From an optimization exercise on the open Yosys and OpenROAD flow, aimed at small area and a short achievable clock period; shortcuts taken in it are not production practice.
At most, simulation tests tie the RTL to the original design; equivalence was not proved.
Power is estimated from default activity; no workload was simulated.

== old ==
## mac_array_2x2
module mac_array_2x2
#(
  parameter int DATA_W = mac_pkg::DATA_W,
  parameter int ACC_W  = mac_pkg::ACC_W
) (
  input  logic                  clk,
  input  logic                  rst_n,
  input  logic                  en,
  input  logic                  clear,
  input  logic [4*DATA_W-1:0]   a,
  input  logic [4*DATA_W-1:0]   b,
  output logic [4*ACC_W-1:0]    acc
);
  for (genvar gi = 0; gi < 2; gi++) begin : g_row
    for (genvar gj = 0; gj < 2; gj++) begin : g_col
      mac_pe #(
        .DATA_W (DATA_W),
        .ACC_W  (ACC_W)
      ) u_pe (
        .clk   (clk),
        .rst_n (rst_n),
        .en    (en),
        .clear (clear),
        .a     (a[(2*gi+gj)*DATA_W +: DATA_W]),
        .b     (b[(2*gi+gj)*DATA_W +: DATA_W]),
        .acc   (acc[(2*gi+gj)*ACC_W +: ACC_W])
      );
    end
  end
endmodule
For scale: ~200 flip-flops, roughly 200 I/O pins.
Settings: LEC_CHECK=0, CAP_MARGIN=20, CORE_MARGIN=2, CORE_UTILIZATION=40, SETUP_SLACK_MARGIN=2.0, SLEW_MARGIN=20; clock period 6.5 ns.
standard.sh (not shown) runs the stock make flow with config.mk's settings and CLKGATE_MAP_FILE= SYNTH_SCRIPT=/design/flow/synth_recipe.tcl, a recipe that flattens the netlist after the stock synthesis.
==> flow/flow/run.sh <==
#!/bin/bash
# Layout: the standard flow (standard.sh), with the port buffers that
# global placement inserts made plain buf_2 cells instead of the delay buffers
# the resizer picks by default.  make's full output goes to standard.log; each
# ORFS step also keeps its own log under orfs/logs/.
set -euo pipefail
export BUFFER_PORTS_ARGS="-buffer_cell sky130_fd_sc_hd__buf_2"
bash standard.sh > standard.log 2>&1
Having completed the whole flow, old delivered a layout that passed the timing, DRC and antenna checks.
What new does differently from old at the input level:
--- a/flow/design.v
+++ b/flow/design.v
@@ -159,60 +159,29 @@
   wire sum263 = p150 ^ G219;
   wire sum264 = p151 ^ G221;
   wire sum265 = p152 ^ G223;
   wire sum266 = p153 ^ G225;
   wire sum267 = p154 ^ G243;
   wire sum268 = p155 ^ G245;
   wire sum269 = p156 ^ G247;
   wire sum270 = p157 ^ G249;
   wire sum271 = p158 ^ G251;
   wire sum272 = p159 ^ G253;
   wire sum273 = p160 ^ G255;
   wire [15:0] lo_v = {sum273, sum272, sum271, sum270, sum269, sum268, sum267, sum266, sum265, sum264, sum263, sum262, sum261, sum260, sum259, p145};
-  wire [15:0] h_ones, h_zeros;
-  assign h_ones[0] = 1'b1;
-  assign h_zeros[0] = 1'b1;
-  assign h_ones[1] = h_ones[0] & h_r[0];
-  assign h_zeros[1] = h_zeros[0] & ~h_r[0];
-  assign h_ones[2] = h_ones[1] & h_r[1];
-  assign h_zeros[2] = h_zeros[1] & ~h_r[1];
-  assign h_ones[3] = h_ones[2] & h_r[2];
-  assign h_zeros[3] = h_zeros[2] & ~h_r[2];
-  assign h_ones[4] = h_ones[3] & h_r[3];
-  assign h_zeros[4] = h_zeros[3] & ~h_r[3];
-  assign h_ones[5] = h_ones[4] & h_r[4];
-  assign h_zeros[5] = h_zeros[4] & ~h_r[4];
-  assign h_ones[6] = h_ones[5] & h_r[5];
-  assign h_zeros[6] = h_zeros[5] & ~h_r[5];
-  assign h_ones[7] = h_ones[6] & h_r[6];
-  assign h_zeros[7] = h_zeros[6] & ~h_r[6];
-  assign h_ones[8] = h_ones[7] & h_r[7];
-  assign h_zeros[8] = h_zeros[7] & ~h_r[7];
-  assign h_ones[9] = h_ones[8] & h_r[8];
-  assign h_zeros[9] = h_zeros[8] & ~h_r[8];
-  assign h_ones[10] = h_ones[9] & h_r[9];
-  assign h_zeros[10] = h_zeros[9] & ~h_r[9];
-  assign h_ones[11] = h_ones[10] & h_r[10];
-  assign h_zeros[11] = h_zeros[10] & ~h_r[10];
-  assign h_ones[12] = h_ones[11] & h_r[11];
-  assign h_zeros[12] = h_zeros[11] & ~h_r[11];
-  assign h_ones[13] = h_ones[12] & h_r[12];
-  assign h_zeros[13] = h_zeros[12] & ~h_r[12];
-  assign h_ones[14] = h_ones[13] & h_r[13];
-  assign h_zeros[14] = h_zeros[13] & ~h_r[13];
-  assign h_ones[15] = h_ones[14] & h_r[14];
-  assign h_zeros[15] = h_zeros[14] & ~h_r[14];
-  wire [15:0] h_u = h_ones & {16{r0_r[16]}};
-  wire [15:0] h_d = h_zeros & {16{~r0_r[16]}};
-  wire [15:0] hi_v = h_r ^ (G257 ? h_u : h_d);
+  wire [15:0] h_m1 = h_r - 16'd1;
+  wire [15:0] h_p1 = h_r + 16'd1;
+  wire [15:0] hi_c0 = r0_r[16] ? h_r : h_m1;
+  wire [15:0] hi_c1 = r0_r[16] ? h_p1 : h_r;
+  wire [15:0] hi_v = G257 ? hi_c1 : hi_c0;
   wire [31:0] acc_v = {hi_v, lo_v};
   wire [7:0] ag = a & {8{en}};
   wire pp1 = (ag[0] & b[0]);
   wire pp2 = (ag[0] & b[1]);
   wire pp3 = (ag[0] & b[2]);
   wire pp4 = (ag[0] & b[3]);
   wire pp5 = (ag[0] & b[4]);
   wire pp6 = (ag[0] & b[5]);
   wire pp7 = (ag[0] & b[6]);
   wire pp8 = ~(ag[0] & b[7]);
   wire pp9 = (ag[1] & b[0]);
   wire pp10 = (ag[1] & b[1]);
Findings:
- Going from old to new, number of iterations in the first detailed-routing pass up 1, area of the multi-input gates went up by 100 µm², post-route cell area went down by 1.5%, detailed-route vias per instance went up by about 0.7%.
- Clock network power was higher in old than in new.
- Re number of signal-net buffers in the layout: old and new aren't equal, and the lower value belongs to new.
- new against old: core utilization went down, area share of fa/ha/maj cells after synthesis shrank by 0.72 points.
- Area added between synthesis and finish | new below old
- new | status: complete | timing, DRC, antenna: pass
For old, only the layout was checked, not whether the RTL still works.

-- what the ideal ports hide --
The flow's constraints put no driver on any port. The routed layouts listed below were extracted and timed again, unchanged, in two steps. Step 1 sets driving cells, clkbuf_16 on the clock port and buf_2 on the other inputs (assumed; they add their load-dependent delay and slew). Step 2, shift: input delay + t, output delay - t, t = (earliest + latest rising clock arrival at the registers) / 2. This alone moves slack from input paths to output paths. Slacks: ideal / step 1 / step 2; pairs: ideal / step 1.
| run | t, ns | slack for setup (ns) | worst hold slack (ns) | latest minus earliest clock arrival (ns) | pins driven straight from the clock port |
|---|---|---|---|---|---|
| old | 0.508 | 1.829 / 1.777 / 1.853 | 0.481 / 0.481 / 0.481 | 0.007 / 0.007 | 1 |
| new | 0.546 | 2.151 / 2.095 / 1.771 | 0.520 / 0.520 / 0.520 | 0.025 / 0.025 | 1 |
After both steps every run listed still meets setup and hold. For new, which loses most, drivers alone change the setup slack by -0.056 ns; drivers and shift together by -0.380 ns.
